This design comes from an exercise in tuning for small area on the open sky130 flow, not from production work.
The RTL was checked by simulation tests, not by an equivalence proof against the original design.
Power and IR drop assume default switching activity. No driver is modelled on the clock port, so clocking that relies on it looks cheaper here than on a real chip.

==> flow/design.v <==
`timescale 1ns/1ps
`default_nettype none
package minhash_pkg;
   localparam int NUM_HASH = 16;
   localparam int COEF_W   = 32;
   localparam int SIM_W    = 5;
   localparam int IDX_W    = 5;
   typedef enum logic [1:0] {
      ST_IDLE  = 2'd0,
      ST_ISSUE = 2'd1,
      ST_WAIT  = 2'd2,
      ST_DONE  = 2'd3
   } state_t;
endpackage
`default_nettype wire
`timescale 1ns/1ps
`default_nettype none
module minhash_coef_table #(
   parameter int NUM_HASH = 16,
   parameter int COEF_W   = 32
) (
   input  logic              clk,
   input  logic              rstN,
   input  logic              wr_en,
   input  logic [4:0]        wr_addr,
   input  logic [COEF_W-1:0] wr_a,
   input  logic [COEF_W-1:0] wr_b,
   input  logic [3:0]        rd_addr,
   output logic [COEF_W-1:0] rd_a,
   output logic [COEF_W-1:0] rd_b
);
   logic [COEF_W-1:0]   mem_a [NUM_HASH];
   logic [COEF_W-1:0]   mem_b [NUM_HASH];
   logic [NUM_HASH-1:0] valid;
   logic [NUM_HASH-1:0] wr_sel;
   logic [NUM_HASH-1:0] rd_sel;
   always_comb begin
      for (int i = 0; i < NUM_HASH; i++) begin
         wr_sel[i] = wr_en && (wr_addr == 5'(i));
         rd_sel[i] = valid[i] && (rd_addr == 4'(i));
      end
   end
   always_ff @(posedge clk) begin
      for (int i = 0; i < NUM_HASH; i++) begin
         if (wr_sel[i]) begin
            mem_a[i] <= wr_a;
            mem_b[i] <= wr_b;
         end
      end
   end
   always_ff @(posedge clk) begin
      if (rstN) valid <= '0;
      else      valid <= valid | wr_sel;
   end
   always_comb begin
      rd_a = '0;
      rd_b = '0;
      for (int i = 0; i < NUM_HASH; i++) begin
         rd_a = rd_a | (mem_a[i] & {COEF_W{rd_sel[i]}});
         rd_b = rd_b | (mem_b[i] & {COEF_W{rd_sel[i]}});
      end
   end
endmodule
`default_nettype wire
`timescale 1ns/1ps
`default_nettype none
module minhash_scheduler #(
   parameter int NUM_HASH = minhash_pkg::NUM_HASH,
   parameter int COEF_W   = minhash_pkg::COEF_W
) (
   input  logic                          clk,
   input  logic                          rstN,
   input  logic                          start,
   input  logic                          coefWrEn,
   input  logic [4:0]                    coefWrAddr,
   input  logic [COEF_W-1:0]             coefWrA,
   input  logic [COEF_W-1:0]             coefWrB,
   output logic [COEF_W-1:0]             randA,
   output logic [COEF_W-1:0]             randB,
   output logic                          hashValid,
   input  logic                          dpReady,
   input  logic                          matchValid,
   input  logic                          matchBit,
   output logic                          busy,
   output logic                          done,
   output logic [minhash_pkg::SIM_W-1:0] jaccardSimilarity
);
   logic [3:0] issue_idx;
   logic [3:0] result_cnt;    
   logic [3:0] match_cnt;     
   logic [4:0] match_next;
   logic       run;
   logic       count_result;
   logic       last_result;
   assign run          = busy && !done;
   assign count_result = run && matchValid;
   assign last_result  = count_result && (result_cnt == 4'd15);
   assign match_next   = {1'b0, match_cnt} + {4'd0, matchBit};
   minhash_coef_table #(
      .NUM_HASH (NUM_HASH),
      .COEF_W   (COEF_W)
   ) u_table (
      .clk     (clk),
      .rstN    (rstN),
      .wr_en   (coefWrEn && !busy),
      .wr_addr (coefWrAddr),
      .wr_a    (coefWrA),
      .wr_b    (coefWrB),
      .rd_addr (issue_idx),
      .rd_a    (randA),
      .rd_b    (randB)
   );
   always_ff @(posedge clk) begin
      if (rstN) begin
         busy              <= 1'b0;
         done              <= 1'b0;
         hashValid         <= 1'b0;
         result_cnt        <= '0;
         match_cnt         <= '0;
         jaccardSimilarity <= '0;
      end else begin
         if (!busy) begin
            if (start) begin
               busy      <= 1'b1;
               hashValid <= 1'b1;
            end
         end else if (done) begin
            busy <= 1'b0;
            done <= 1'b0;
         end else begin
            if (hashValid && dpReady && (issue_idx == 4'd15))
               hashValid <= 1'b0;
            if (count_result) begin
               result_cnt <= result_cnt + 4'd1;
               match_cnt  <= match_next[3:0];
            end
            if (last_result) begin
               hashValid         <= 1'b0;
               done              <= 1'b1;
               match_cnt         <= '0;
               jaccardSimilarity <= match_next;
            end
         end
      end
   end
   always_ff @(posedge clk) begin
      if (!busy)
         issue_idx <= '0;
      else if (hashValid && dpReady)
         issue_idx <= issue_idx + 4'd1;
   end
endmodule
`default_nettype wire
export LEC_CHECK = 0
export CAP_MARGIN = 20
export CORE_MARGIN = 2
export CORE_UTILIZATION = 60
export CTS_BUF_LIST = sky130_fd_sc_hd__clkbuf_8
export CTS_CLUSTER_DIAMETER = 50
export CTS_CLUSTER_SIZE = 16
export SLEW_MARGIN = 20
create_clock -name core_clock -period 5.0 [get_ports {clk}]
run.sh (not shown) runs the stock make flow with config.mk's settings and CLKGATE_MAP_FILE= SYNTH_SCRIPT=/design/flow/synth_recipe.tcl, a recipe that flattens the netlist after the stock synthesis.
==> next run, changes <==
CORE_UTILIZATION = 40   (was 60)
CTS_BUF_LIST = sky130_fd_sc_hd__clkbuf_16   (was sky130_fd_sc_hd__clkbuf_8)
CTS_CLUSTER_DIAMETER = 80   (was 50)
CTS_CLUSTER_SIZE = 24   (was 16)
Outcome: Die area grows by 49%; final cell count is higher by 12%; clock-buffer cell count fell by 36; setup slack improved by 0.025 ns.
==> next run, changes <==
==> flow/flow/run.sh (new file) <==
#!/bin/bash
# Standard layout, with two changes: the port buffers are the smallest buffer
# (sky130_fd_sc_hd__buf_1) and the clock tree uses larger sink clusters
# without dummy loads.
set -euo pipefail
bash standard.sh \
  BUFFER_PORTS_ARGS="-buffer_cell sky130_fd_sc_hd__buf_1" \
  CTS_ARGS="-sink_clustering_enable -repair_clock_nets -buf_list sky130_fd_sc_hd__clkbuf_16 -sink_clustering_size 30 -sink_clustering_max_diameter 100 -dont_use_dummy_load" \
  finish > standard_flow.log 2>&1
==> flow/standard.sh (new file) <==
#!/bin/bash
# synth_recipe.tcl (not shown) runs the flow's synth.tcl, then flattens the netlist and writes it again
# the make line also repeats each setting of config.mk as NAME=value (left out here)
make -C /OpenROAD-flow-scripts/flow DESIGN_CONFIG=/design/flow/config.mk WORK_HOME=/design/flow/orfs CLKGATE_MAP_FILE= SYNTH_SCRIPT=/design/flow/synth_recipe.tcl "${@:-finish}"
CTS_BUF_LIST = default   (was sky130_fd_sc_hd__clkbuf_16)
CTS_CLUSTER_DIAMETER = default   (was 80)
CTS_CLUSTER_SIZE = default   (was 24)
removed: flow/run.sh
Global-route usage drops by 0.15 points; wire length went down by 0.88%; fmax climbs by 8.3%; clock skew stays flat.
==> next run, changes <==
==> flow/run.sh (new file) <==
#!/bin/bash
# synth_recipe.tcl (not shown) runs the flow's synth.tcl, then flattens the netlist and writes it again
# the make line also repeats each setting of config.mk as NAME=value (left out here)
make -C /OpenROAD-flow-scripts/flow DESIGN_CONFIG=/design/flow/config.mk WORK_HOME=/design/flow/orfs CLKGATE_MAP_FILE= SYNTH_SCRIPT=/design/flow/synth_recipe.tcl finish
ABC_AREA = 1   (was default)
CORE_UTILIZATION = 60   (was 40)
removed: flow/flow/run.sh
removed: flow/standard.sh
Non-clock buffer count shrinks by 1. Worst hold slack gets better by 0.010 ns. Via count grows by about 28%. Worst setup slack gets worse by 0.0046 ns. Cell area grows by 11%. Utilization grows by 25 points. Global-route usage grows by 10 points.


Another version of the RTL of minhash_scheduler (not shown whole).
For scale: about 2000 cells after synthesis, about 1100 flip-flops, about 150 I/O pins.
// minhash_scheduler
module minhash_scheduler #(
   parameter int NUM_HASH = minhash_pkg::NUM_HASH,
   parameter int COEF_W   = minhash_pkg::COEF_W
) (
   input  logic                          clk,
   input  logic                          rstN,
   input  logic                          start,
   input  logic                          coefWrEn,
   input  logic [4:0]                    coefWrAddr,
   input  logic [COEF_W-1:0]             coefWrA,
   input  logic [COEF_W-1:0]             coefWrB,
   output logic [COEF_W-1:0]             randA,
   output logic [COEF_W-1:0]             randB,
   output logic                          hashValid,
   input  logic                          dpReady,
   input  logic                          matchValid,
   input  logic                          matchBit,
   output logic                          busy,
   output logic                          done,
   output logic [minhash_pkg::SIM_W-1:0] jaccardSimilarity
);
   logic [3:0] issue_idx;
   logic [3:0] result_cnt;    
   logic [3:0] match_cnt;     
   logic [4:0] match_next;
   logic       run;
   logic       count_result;
   logic       last_result;
   assign run          = busy && !done;
   assign count_result = run && matchValid;
   assign last_result  = count_result && (result_cnt == 4'd15);
   assign match_next   = {1'b0, match_cnt} + {4'd0, matchBit};
   minhash_coef_table #(
      .NUM_HASH (NUM_HASH),
      .COEF_W   (COEF_W)
   ) u_table (
      .clk     (clk),
      .rstN    (rstN),
      .wr_en   (coefWrEn && !busy),
      .wr_addr (coefWrAddr),
      .wr_a    (coefWrA),
      .wr_b    (coefWrB),
      .rd_addr (issue_idx),
  ...
==> flow/config.mk <==
export PLATFORM = sky130hd
export DESIGN_NAME = minhash_scheduler
export DESIGN_NICKNAME = minhash_scheduler
export VERILOG_FILES = /design/flow/design.v
export SDC_FILE = /design/flow/constraint.sdc
export NUM_CORES = 4
export LEC_CHECK = 0
export CAP_MARGIN = 20
export CORE_MARGIN = 2
export CORE_UTILIZATION = 55
export SLEW_MARGIN = 20
==> flow/constraint.sdc <==
create_clock -name core_clock -period 5.0 [get_ports {clk}]
set_input_delay 1.0000 -clock core_clock [delete_from_list [all_inputs] [get_ports {clk}]]
set_output_delay 1.0000 -clock core_clock [all_outputs]
set_load 0.01 [all_outputs]
standard.sh (not shown) runs the stock make flow with config.mk's settings and CLKGATE_MAP_FILE= SYNTH_SCRIPT=/design/flow/synth_recipe.tcl, a recipe that flattens the netlist after the stock synthesis.
==> flow/flow/run.sh <==
#!/bin/bash
# Standard layout, with two changes: the port buffers are the smallest buffer
# (sky130_fd_sc_hd__buf_1) and the clock tree uses larger sink clusters
# without dummy loads.
set -euo pipefail
bash standard.sh \
  BUFFER_PORTS_ARGS="-buffer_cell sky130_fd_sc_hd__buf_1" \
  CTS_ARGS="-sink_clustering_enable -repair_clock_nets -buf_list sky130_fd_sc_hd__clkbuf_16 -sink_clustering_size 30 -sink_clustering_max_diameter 100 -dont_use_dummy_load" \
  finish > standard_flow.log 2>&1
Then changed:
==> flow/flow/run.sh (replaced) <==
#!/bin/bash
# Standard layout with three changes:
#  - synthesis maps logic with an area-recovering ABC script (flow/area.abc)
#    instead of ORFS's speed script; everything else in the synthesis,
#    including synth_recipe.tcl's flatten and rename, is unchanged;
#  - the port buffers are the smallest buffer (sky130_fd_sc_hd__buf_1);
#  - the clock tree uses larger sink clusters without dummy loads.
set -euo pipefail
W=$(pwd)
sed 's#log_cmd abc {\*}$abc_args#log_cmd abc {*}[lreplace $abc_args 1 1 '"$W"'/flow/area.abc]#' \
  "$FLOW_HOME/scripts/synth.tcl" > "$W/flow_synth.tcl"
grep -q 'flow/area.abc' "$W/flow_synth.tcl"
sed "s#\$::env(SCRIPTS_DIR)/synth.tcl#$W/flow_synth.tcl#" synth_recipe.tcl > "$W/flow_synth_recipe.tcl"
grep -q 'flow_synth.tcl' "$W/flow_synth_recipe.tcl"
bash standard.sh \
  SYNTH_SCRIPT="$W/flow_synth_recipe.tcl" \
  BUFFER_PORTS_ARGS="-buffer_cell sky130_fd_sc_hd__buf_1" \
  CTS_ARGS="-sink_clustering_enable -repair_clock_nets -buf_list sky130_fd_sc_hd__clkbuf_16 -sink_clustering_size 30 -sink_clustering_max_diameter 100 -dont_use_dummy_load" \
  finish > standard_flow.log 2>&1
==> flow/flow/area.abc (new file) <==
&get -n
&st
&syn2
&dch
&nf -R 1000
&put
- CORE_UTILIZATION: 55 -> 40
- GPL_TIMING_DRIVEN: not set -> 0
Worst hold slack is better by 28 ps; cell count is higher by 11%; global-route usage went down by 5.2 points; register-to-register slack got worse by 140 ps; setup slack degrades by 140 ps; power barely changes; critical path depth is higher by 1; wire length climbs by 8.3%; utilization came out lower by 13 points; maximum frequency fell by 3.1%; clock skew came out higher by 4.8 ps.
Then changed:
--- a/flow/flow/run.sh
+++ b/flow/flow/run.sh
@@ -17,3 +17,3 @@
   BUFFER_PORTS_ARGS="-buffer_cell sky130_fd_sc_hd__buf_1" \
-  CTS_ARGS="-sink_clustering_enable -repair_clock_nets -buf_list sky130_fd_sc_hd__clkbuf_16 -sink_clustering_size 30 -sink_clustering_max_diameter 100 -dont_use_dummy_load" \
+  CTS_ARGS="-sink_clustering_enable -repair_clock_nets -buf_list sky130_fd_sc_hd__clkbuf_16 -sink_clustering_size 34 -sink_clustering_max_diameter 90 -dont_use_dummy_load" \
   finish > standard_flow.log 2>&1
- CORE_UTILIZATION: 40 -> 60
- GPL_TIMING_DRIVEN: 0 -> not set
- PLACE_DENSITY: not set -> 0.8
Die area falls by 33%.
Cell area falls by 4.9%.
Worst hold slack is worse by 5.4 ps.
Clock skew rises by 13 ps.
Cell count falls by 14%.
Clock power falls by about 5%.
Utilization rises by 20 points.
Register-to-register slack is worse by 40 ps.
Then changed:
--- a/flow/flow/run.sh
+++ b/flow/flow/run.sh
@@ -17,3 +17,3 @@
   BUFFER_PORTS_ARGS="-buffer_cell sky130_fd_sc_hd__buf_1" \
-  CTS_ARGS="-sink_clustering_enable -repair_clock_nets -buf_list sky130_fd_sc_hd__clkbuf_16 -sink_clustering_size 34 -sink_clustering_max_diameter 90 -dont_use_dummy_load" \
+  CTS_ARGS="-sink_clustering_enable -repair_clock_nets -buf_list sky130_fd_sc_hd__clkbuf_16 -sink_clustering_size 30 -sink_clustering_max_diameter 100 -dont_use_dummy_load" \
   finish > standard_flow.log 2>&1
- CORE_UTILIZATION: 60 -> 40
- PLACE_DENSITY: 0.8 -> not set
What happened: Die area went up by 49%. Routed wire length went up by 7.4%. Worst setup slack gets better by 310 ps. Count of clock-buffer cells in the layout went up by 4. Design area went up by 1.8%. Via count went down by 3.0%. Final cell count went up by 15%. Worst hold slack gets better by 5.5 ps. Sequential power stays flat.
Then changed:
- PLACE_DENSITY: not set -> 0.8
Effect: The changed run finished clean; core utilization went down by 0.12 points; power stays flat; global-route usage went down by 1.0 points; wire length went down by 3.9%; worst hold slack gets worse by 3.8 ps; area after synthesis is unchanged; cell area hardly moves.
Then changed:
--- a/flow/flow/run.sh
+++ b/flow/flow/run.sh
@@ -17,3 +17,3 @@
   BUFFER_PORTS_ARGS="-buffer_cell sky130_fd_sc_hd__buf_1" \
-  CTS_ARGS="-sink_clustering_enable -repair_clock_nets -buf_list sky130_fd_sc_hd__clkbuf_16 -sink_clustering_size 30 -sink_clustering_max_diameter 100 -dont_use_dummy_load" \
+  CTS_ARGS="-sink_clustering_enable -repair_clock_nets -buf_list sky130_fd_sc_hd__clkbuf_16 -sink_clustering_size 34 -sink_clustering_max_diameter 90 -dont_use_dummy_load" \
   finish > standard_flow.log 2>&1
- GPL_ROUTABILITY_DRIVEN: not set -> 0
=>
- The changed run ran to the end with no violations
- wire length falls slightly
- global-route usage hardly moves
- via count stays flat


run 1:
minhash_scheduler again, from the RTL that the note above started with.
==> flow/design.v (excerpt) <==
module minhash_scheduler #(
   parameter int NUM_HASH = minhash_pkg::NUM_HASH,
   parameter int COEF_W   = minhash_pkg::COEF_W
) (
   input  logic                          clk,
   input  logic                          rstN,
   input  logic                          start,
   input  logic                          coefWrEn,
   input  logic [4:0]                    coefWrAddr,
   input  logic [COEF_W-1:0]             coefWrA,
   input  logic [COEF_W-1:0]             coefWrB,
   output logic [COEF_W-1:0]             randA,
   output logic [COEF_W-1:0]             randB,
   output logic                          hashValid,
   input  logic                          dpReady,
   input  logic                          matchValid,
   input  logic                          matchBit,
   output logic                          busy,
   output logic                          done,
   output logic [minhash_pkg::SIM_W-1:0] jaccardSimilarity
);
   logic [3:0] issue_idx;
   logic [3:0] result_cnt;    
   logic [3:0] match_cnt;     
   logic [4:0] match_next;
   logic       run;
   logic       count_result;
   logic       last_result;
   assign run          = busy && !done;
  ...
Settings: LEC_CHECK=0, CAP_MARGIN=20, CORE_MARGIN=2, CORE_UTILIZATION=40, PLACE_DENSITY=0.8, SLEW_MARGIN=20; clock period 5.0 ns.
==> flow/flow/run.sh <==
#!/bin/bash
# Standard layout with three changes:
#  - synthesis maps logic with an area-recovering ABC script (flow/area.abc)
#    instead of ORFS's speed script; everything else in the synthesis,
#    including synth_recipe.tcl's flatten and rename, is unchanged;
#  - the port buffers are the smallest buffer (sky130_fd_sc_hd__buf_1);
#  - the clock tree uses larger sink clusters without dummy loads.
set -euo pipefail
W=$(pwd)
sed 's#log_cmd abc {\*}$abc_args#log_cmd abc {*}[lreplace $abc_args 1 1 '"$W"'/flow/area.abc]#' \
  "$FLOW_HOME/scripts/synth.tcl" > "$W/flow_synth.tcl"
grep -q 'flow/area.abc' "$W/flow_synth.tcl"
sed "s#\$::env(SCRIPTS_DIR)/synth.tcl#$W/flow_synth.tcl#" synth_recipe.tcl > "$W/flow_synth_recipe.tcl"
grep -q 'flow_synth.tcl' "$W/flow_synth_recipe.tcl"
bash standard.sh \
  SYNTH_SCRIPT="$W/flow_synth_recipe.tcl" \
  BUFFER_PORTS_ARGS="-buffer_cell sky130_fd_sc_hd__buf_1" \
  CTS_ARGS="-sink_clustering_enable -repair_clock_nets -buf_list sky130_fd_sc_hd__clkbuf_16 -sink_clustering_size 34 -sink_clustering_max_diameter 90 -dont_use_dummy_load" \
  finish > standard_flow.log 2>&1
==> flow/flow/area.abc <==
&get -n
&st
&syn2
&dch
&nf -R 1000
&put
Run 1 finished all stages; the layout is clean.
Changes in run 2 relative to run 1:
- a deleted PLACE_DENSITY that had been 0.8
- a change of CAP_MARGIN from 20 to 5
- a change of SLEW_MARGIN from 20 to 5
==> flow/flow/run.sh <==
#!/bin/bash
# Standard layout, with two changes: the port buffers are the smallest buffer
# (sky130_fd_sc_hd__buf_1) and the clock tree uses larger sink clusters
# without dummy loads.
set -euo pipefail
bash standard.sh \
  BUFFER_PORTS_ARGS="-buffer_cell sky130_fd_sc_hd__buf_1" \
  CTS_ARGS="-sink_clustering_enable -repair_clock_nets -buf_list sky130_fd_sc_hd__clkbuf_16 -sink_clustering_size 30 -sink_clustering_max_diameter 100 -dont_use_dummy_load" \
  finish > standard_flow.log 2>&1
removed: flow/flow/area.abc
Notes after the runs:
Changes observed in run 2 relative to run 1: total core area went up by about 2%, count of mapped cells out of synthesis now sits higher, number of buffers inserted during clock tree synthesis higher. NOTE: smallest setup slack after layout in run 2 falls short of that of run 1. Between run 2 and run 1, the final cell count is lower for run 1. When the final numbers for run 2 and run 1 were put side by side, the layout filler cell count turned out to be smaller in run 1. Clock distribution area overhead in the final layout: run 1 vs run 2, no meaningful difference. Re global-route usage: run 2 is 0.17 points up on run 1. Compared with run 1, run 2 shows number of clock buffer instances in the layout higher by 2. Compared with run 1, in run 2 area of the die went up by about 2.1%, multi-input logic cell count went up by 22.
[inputs] run 3 vs run 2
- SLEW_MARGIN: 5 -> 20
- CAP_MARGIN: 5 -> 20
==> flow/flow/run.sh <==
#!/bin/bash
# Standard layout with three changes:
#  - synthesis maps logic with an area-recovering ABC script (flow/area.abc)
#    instead of ORFS's speed script; everything else in the synthesis,
#    including synth_recipe.tcl's flatten and rename, is unchanged;
#  - the port buffers are the smallest buffer (sky130_fd_sc_hd__buf_1);
#  - the clock tree uses larger sink clusters without dummy loads.
set -euo pipefail
W=$(pwd)
sed 's#log_cmd abc {\*}$abc_args#log_cmd abc {*}[lreplace $abc_args 1 1 '"$W"'/flow/area.abc]#' \
  "$FLOW_HOME/scripts/synth.tcl" > "$W/flow_synth.tcl"
grep -q 'flow/area.abc' "$W/flow_synth.tcl"
sed "s#\$::env(SCRIPTS_DIR)/synth.tcl#$W/flow_synth.tcl#" synth_recipe.tcl > "$W/flow_synth_recipe.tcl"
grep -q 'flow_synth.tcl' "$W/flow_synth_recipe.tcl"
bash standard.sh \
  SYNTH_SCRIPT="$W/flow_synth_recipe.tcl" \
  BUFFER_PORTS_ARGS="-buffer_cell sky130_fd_sc_hd__buf_1" \
  CTS_ARGS="-sink_clustering_enable -repair_clock_nets -buf_list sky130_fd_sc_hd__clkbuf_16 -sink_clustering_size 30 -sink_clustering_max_diameter 100 -dont_use_dummy_load" \
  MATCH_CELL_FOOTPRINT=0 \
  finish > standard_flow.log 2>&1
==> flow/flow/area.abc (new file) <==
&get -n
&st
&syn2
&dch
&nf -R 1000
&put
[summary]
- Every run (run 2 and run 3) finished clean.
- Looking at combinational cell power, run 3 sits about 2% higher than run 2 does.
- Run 3 against run 2; filler cell count is down by a few percent.
- In the reports for run 2 and run 3, the larger clock insertion delay at the later pin of the skew report belongs to run 3.
- Run 2 -> run 3: power flat
- Sort run 2 and run 3 by slew of the pin with the lowest slew margin, ascending, and run 3 comes first.
- Diff run 2 -> run 3: cell area went down about 0.45%; average wire length per cell after detail routing went up 1.4 µm; synthesized cell count went down 141.
- Run 3: met2 wirelength from detailed routing 1.6% below run 2
- The sequential power was comparable across run 2 and run 3.
- Looking at run 2 and run 3, the internal power of the cells is a wash.
For run 4, these inputs were changed with respect to run 3:
==> flow/flow/run.sh <==
#!/bin/bash
# Standard layout, with two changes: the port buffers are the smallest buffer
# (sky130_fd_sc_hd__buf_1) and the clock tree uses larger sink clusters
# without dummy loads.
set -euo pipefail
bash standard.sh \
  BUFFER_PORTS_ARGS="-buffer_cell sky130_fd_sc_hd__buf_1" \
  CTS_ARGS="-sink_clustering_enable -repair_clock_nets -buf_list sky130_fd_sc_hd__clkbuf_16 -sink_clustering_size 30 -sink_clustering_max_diameter 100 -dont_use_dummy_load" \
  finish > standard_flow.log 2>&1
removed: flow/flow/area.abc
Notes after the runs:
- Run 3 → run 4: internal power neither gained nor lost much, post-placement setup slack dropped 200 ps, final hold slack shows a reduction of 24 ps.
- Diff run 3 -> run 4: overall power stayed essentially flat; count of distinct cell types in the synthesized netlist rose by 13; worst path setup slack after routing fell by 94 ps; portion of the layout cell area used by clock cells stayed essentially flat; highest ir drop seen on vdd rose by about 18%.
Input changes introduced in run 5 (baseline for comparison: run 4):
- putting PLACE_DENSITY at 0.8 where nothing was set
==> flow/flow/run.sh <==
#!/bin/bash
# Standard layout with three changes:
#  - synthesis maps logic with an area-recovering ABC script (flow/area.abc)
#    instead of ORFS's speed script; everything else in the synthesis,
#    including synth_recipe.tcl's flatten and rename, is unchanged;
#  - the port buffers are the smallest buffer (sky130_fd_sc_hd__buf_1);
#  - the clock tree uses larger sink clusters without dummy loads;
#  - placement-time repair may not use buf_8, buf_12 or buf_16.
set -euo pipefail
W=$(pwd)
sed 's#log_cmd abc {\*}$abc_args#log_cmd abc {*}[lreplace $abc_args 1 1 '"$W"'/flow/area.abc]#' \
  "$FLOW_HOME/scripts/synth.tcl" > "$W/flow_synth.tcl"
grep -q 'flow/area.abc' "$W/flow_synth.tcl"
sed "s#\$::env(SCRIPTS_DIR)/synth.tcl#$W/flow_synth.tcl#" synth_recipe.tcl > "$W/flow_synth_recipe.tcl"
grep -q 'flow_synth.tcl' "$W/flow_synth_recipe.tcl"
bash standard.sh \
  SYNTH_SCRIPT="$W/flow_synth_recipe.tcl" \
  BUFFER_PORTS_ARGS="-buffer_cell sky130_fd_sc_hd__buf_1" \
  CTS_ARGS="-sink_clustering_enable -repair_clock_nets -buf_list sky130_fd_sc_hd__clkbuf_16 -sink_clustering_size 34 -sink_clustering_max_diameter 90 -dont_use_dummy_load" \
  PRE_GLOBAL_PLACE_TCL="$W/flow/no_big_buf.tcl" \
  PRE_RESIZE_TCL="$W/flow/no_big_buf.tcl" \
  finish > standard_flow.log 2>&1
==> flow/flow/area.abc (new file) <==
&get -n
&st
&syn2
&dch
&nf -R 1000
&put
==> flow/flow/no_big_buf.tcl (new file) <==
# Keep placement-time repair to the smaller buffers.
set_dont_use [get_lib_cells {sky130_fd_sc_hd__buf_8 sky130_fd_sc_hd__buf_12 sky130_fd_sc_hd__buf_16}]
--- outcome ---
- Combinational share of power essentially unchanged between run 5 and run 4.
- Switching power in run 5 is about 2.5% below run 4.
- Relative to run 4, detailed-route vias per instance has increased by 4.3% in run 5.
- Slew at the pin closest to its max-slew limit: run 5 vs run 4 down 37 ps
- The final reports for run 5 and run 4 show part of the cycle the worst path needs higher in the former.
- The area of all placed cells without fillers in run 5 sits about 1.2% below the value recorded for run 4.
- Summary — hold slack, run 5 relative to run 4: higher, by 9.8 ps.

-- port drivers added, routing unchanged --
The flow's constraints put no driver on any port. The routed layouts listed below were extracted and timed again, unchanged, in two steps. Step 1 assumes that a clkbuf_16 drives the clock port and a buf_2 every other input. Step 2 times the ports against the registers' clock, not the clock port: input delays grow and output delays shrink by t, the midpoint of the rising clock arrivals with the driver on. Three values: ideal ports, drivers, drivers and shift; two values: the first two.
run | shift t [ns] | slack for setup (ns) | worst register clock-pin slew, ns | worst data-port slew with drivers (ns)
the first run of note 1 | 0.755 | 0.166 / 0.103 / 0.858 | 0.10 / 0.10 | 0.10
the second run of note 1 | 0.714 | 0.192 / 0.124 / 0.838 | 0.10 / 0.10 | 0.13
the third run of note 1 | 0.667 | 0.558 / 0.493 / 1.160 | 0.11 / 0.11 | 0.15
the fourth run of note 1 | 0.712 | 0.554 / 0.487 / 1.199 | 0.06 / 0.06 | 0.12
the first run of note 2 | 0.658 | 0.695 / 0.624 / 1.282 | 0.11 / 0.11 | 0.10
the second run of note 2 | 0.660 | 0.556 / 0.491 / 1.152 | 0.12 / 0.12 | 0.13
the third run of note 2 | 0.644 | 0.465 / 0.404 / 1.048 | 0.12 / 0.12 | 0.11
the fourth run of note 2 | 0.650 | 0.776 / 0.712 / 1.362 | 0.11 / 0.11 | 0.13
the fifth run of note 2 | 0.641 | 0.551 / 0.489 / 1.130 | 0.11 / 0.11 | 0.17
the sixth run of note 2 | 0.631 | 0.651 / 0.589 / 1.220 | 0.12 / 0.12 | 0.15
run 1 | 0.631 | 0.651 / 0.589 / 1.220 | 0.12 / 0.12 | 0.15
run 2 | 0.659 | 0.617 / 0.551 / 1.210 | 0.11 / 0.11 | 0.12
run 3 | 0.650 | 0.776 / 0.712 / 1.362 | 0.11 / 0.11 | 0.13
run 4 | 0.659 | 0.682 / 0.616 / 1.276 | 0.11 / 0.11 | 0.11
run 5 | 0.637 | 0.594 / 0.534 / 0.812 | 0.12 / 0.12 | 0.15
After both steps setup and hold are still met in every run listed.
